What follows belongs to an exercise in optimizing a design on an open flow for small area, a short achievable clock period and few clock cycles; a production flow would make more cautious choices. At most, simulation tests tie the RTL to the original design; equivalence was not proved. Power and IR drop assume default switching activity.

==> flow/design.v (excerpt) <==
module bmem_top (
    input  logic         clk,
    input  logic         rst_n,
    input  logic [31:0]  icache_addr,
    input  logic         icache_read,
    output logic         icache_resp,
    output logic [255:0] icache_rdata,
    input  logic [31:0]  dcache_addr,
    input  logic         dcache_read,
    input  logic         dcache_write,
    input  logic [255:0] dcache_wdata,
    output logic         dcache_resp,
    output logic [255:0] dcache_rdata,
    output logic [31:0]  bmem_addr,
    output logic         bmem_read,
    output logic         bmem_write,
    output logic [63:0]  bmem_wdata,
    input  logic         bmem_ready,
    input  logic [63:0]  bmem_rdata,
    input  logic         bmem_rvalid
);
    mem_burst_pkg::line_req_t  icache_req_s;
    mem_burst_pkg::line_req_t  dcache_req_s;
    mem_burst_pkg::line_resp_t icache_resp_s;
    mem_burst_pkg::line_resp_t dcache_resp_s;
  ...
Settings: LEC_CHECK=0, ABC_AREA=1, CAP_MARGIN=20, CORE_AREA=10 10 370 370, CTS_BUF_LIST=sky130_fd_sc_hd__clkbuf_16, CTS_CLUSTER_DIAMETER=80, CTS_CLUSTER_SIZE=25, DIE_AREA=0 0 380 380, PLACE_DENSITY=0.4, SETUP_SLACK_MARGIN=2.5, SLEW_MARGIN=20; clock period 5.0 ns.
standard.sh (not shown) runs the stock make flow with config.mk's settings and CLKGATE_MAP_FILE= SYNTH_SCRIPT=/design/flow/synth_recipe.tcl, a recipe that flattens the netlist after the stock synthesis.
==> flow/flow/run.sh <==
#!/bin/bash
# Standard layout with two changes: a fixed pin plan (written by flow/pins.py and sourced
# at the end of floorplan through ORFS's IO_CONSTRAINTS hook) that keeps each bit slice's
# ports together, and buf_1 as the port buffer instead of the resizer's default pick.
set -euo pipefail
python3 flow/pins.py 380 > pins.tcl 2> pins.log
export IO_CONSTRAINTS="$PWD/pins.tcl"
export BUFFER_PORTS_ARGS="-buffer_cell sky130_fd_sc_hd__buf_1"
bash standard.sh > flow_standard.log 2>&1
Other scripts of this flow, unchanged in this note and not shown: flow/flow/pins.py
The baseline completed with no timing, DRC or antenna violations.
Testbench counts at the start, summed over its fixed seeds: cycles 13,461.
Edit:
Settings changed: CTS_BUF_LIST sky130_fd_sc_hd__clkbuf_16 to sky130_fd_sc_hd__clkbuf_8, CTS_CLUSTER_DIAMETER 80 to default, CTS_CLUSTER_SIZE 25 to default, SETUP_SLACK_MARGIN 2.5 to 2.4.
After rerunning: Sequential cell count does not change. Area after synthesis does not change. Hold slack loses 0.0063 ns. Count of clock-buffer cells in the layout climbs by 20. Power falls slightly. Global-route usage is about the same. Routed wire length falls by a few percent.
Edit:
Settings changed: ABC_AREA 1 to default, SETUP_SLACK_MARGIN 2.4 to 2.5, TNS_END_PERCENT from default to 0.
What happened: Die area is unchanged; core utilization goes down by 0.17 points; design area goes down by 1.4%; cell count goes down by 4.0%; hold slack loses 0.020 ns; sequential share of layout area goes up by 0.43 points; total power goes up by 4.1%; synthesized area goes down by 1.6%; fmax goes down by 3.8%.
Edit:
--- a/flow/flow/run.sh
+++ b/flow/flow/run.sh
@@ -6 +6 @@
-python3 flow/pins.py 380 > pins.tcl 2> pins.log
+python3 flow/pins.py 300 6 > pins.tcl 2> pins.log
Settings changed: ABC_AREA from default to 1, CORE_AREA 10 10 370 370 to 10 10 290 290, DIE_AREA 0 0 380 380 to 0 0 300 300, TNS_END_PERCENT 0 to default.
The changed run went through all stages and came out clean.
Register-to-register slack got worse by 0.12 ns.
Via count grows by about 6%.
Power shrinks by 2.8%.
Combinational power shrinks by 6.3%.
Global-route usage grows by 3.2 points.
Setup slack improved by 0.11 ns.
Fmax grows by about 4.6%.
Critical path depth does not change.
Core utilization grows by 7.5 points.

========
Another version of the RTL of bmem_top (not shown whole).
Size in the first run: about 210 flip-flops.
Settings: LEC_CHECK=0, CAP_MARGIN=20, CORE_AREA=10 10 370 370, CTS_BUF_LIST=sky130_fd_sc_hd__clkbuf_8, DIE_AREA=0 0 380 380, PLACE_DENSITY=0.4, SETUP_SLACK_MARGIN=2.2, SLEW_MARGIN=20; clock period 5.0 ns.
==> flow/flow/run.sh <==
#!/bin/bash
# Standard layout with two changes: a fixed pin plan (written by flow/pins.py and sourced
# at the end of floorplan through ORFS's IO_CONSTRAINTS hook) that keeps each bit slice's
# ports together, and buf_1 as the port buffer instead of the resizer's default pick.
set -euo pipefail
python3 flow/pins.py 380 > pins.tcl 2> pins.log
export IO_CONSTRAINTS="$PWD/pins.tcl"
export BUFFER_PORTS_ARGS="-buffer_cell sky130_fd_sc_hd__buf_1"
bash standard.sh > flow_standard.log 2>&1
Other scripts of this flow, unchanged in this note and not shown: flow/flow/pins.py
The starting point produced a clean layout.
Change:
Settings changed: SETUP_SLACK_MARGIN 2.2 to 2.45.
Result: The changed run produced a clean layout; clock skew falls by 3.1 ps; fmax climbs by 7.2%; count of clock-buffer cells in the layout does not change; area after synthesis is unchanged; setup slack gets better by 190 ps; wire length came out higher by 5.8%; clock power barely changes; design area came out higher by 6.0%; power grows by 2.1%.
No functional check of the RTL was part of any run of this note.

-- static timing again, ports no longer ideal --
No port has a modelled driver above. Below, the same layouts with a new extraction and two added sets of constraints. Step 1, drivers: a clkbuf_16 drives clk and a buf_2 each remaining input, both assumed. Step 2, shift: input delay + t, output delay - t, t = (earliest + latest rising clock arrival at the registers) / 2. This alone moves slack from input paths to output paths. a / b / c = ideal ports / drivers / drivers and shift; a / b = the first two.
run	t (ns)	setup WS [ns]	worst setup path after step 2	latest minus earliest clock arrival (ns)
the first run of note 1	0.599	2.497 / 2.443 / 2.381	input to register	0.011 / 0.011
the second run of note 1	0.650	2.501 / 2.459 / 1.882	input to register	0.026 / 0.026
the third run of note 1	0.655	2.402 / 2.354 / 2.177	input to register	0.048 / 0.049
the fourth run of note 1	0.599	2.516 / 2.469 / 2.262	input to register	0.048 / 0.048
the first run of note 2	0.653	2.249 / 2.220 / 1.916	input to register	0.036 / 0.036
the second run of note 2	0.654	2.435 / 2.384 / 2.149	input to register	0.033 / 0.032
After both steps setup and hold are still met in every run listed. The setup slack of the second run of note 1, which loses most, moves by -0.042 ns with the drivers and by -0.619 ns with both steps.
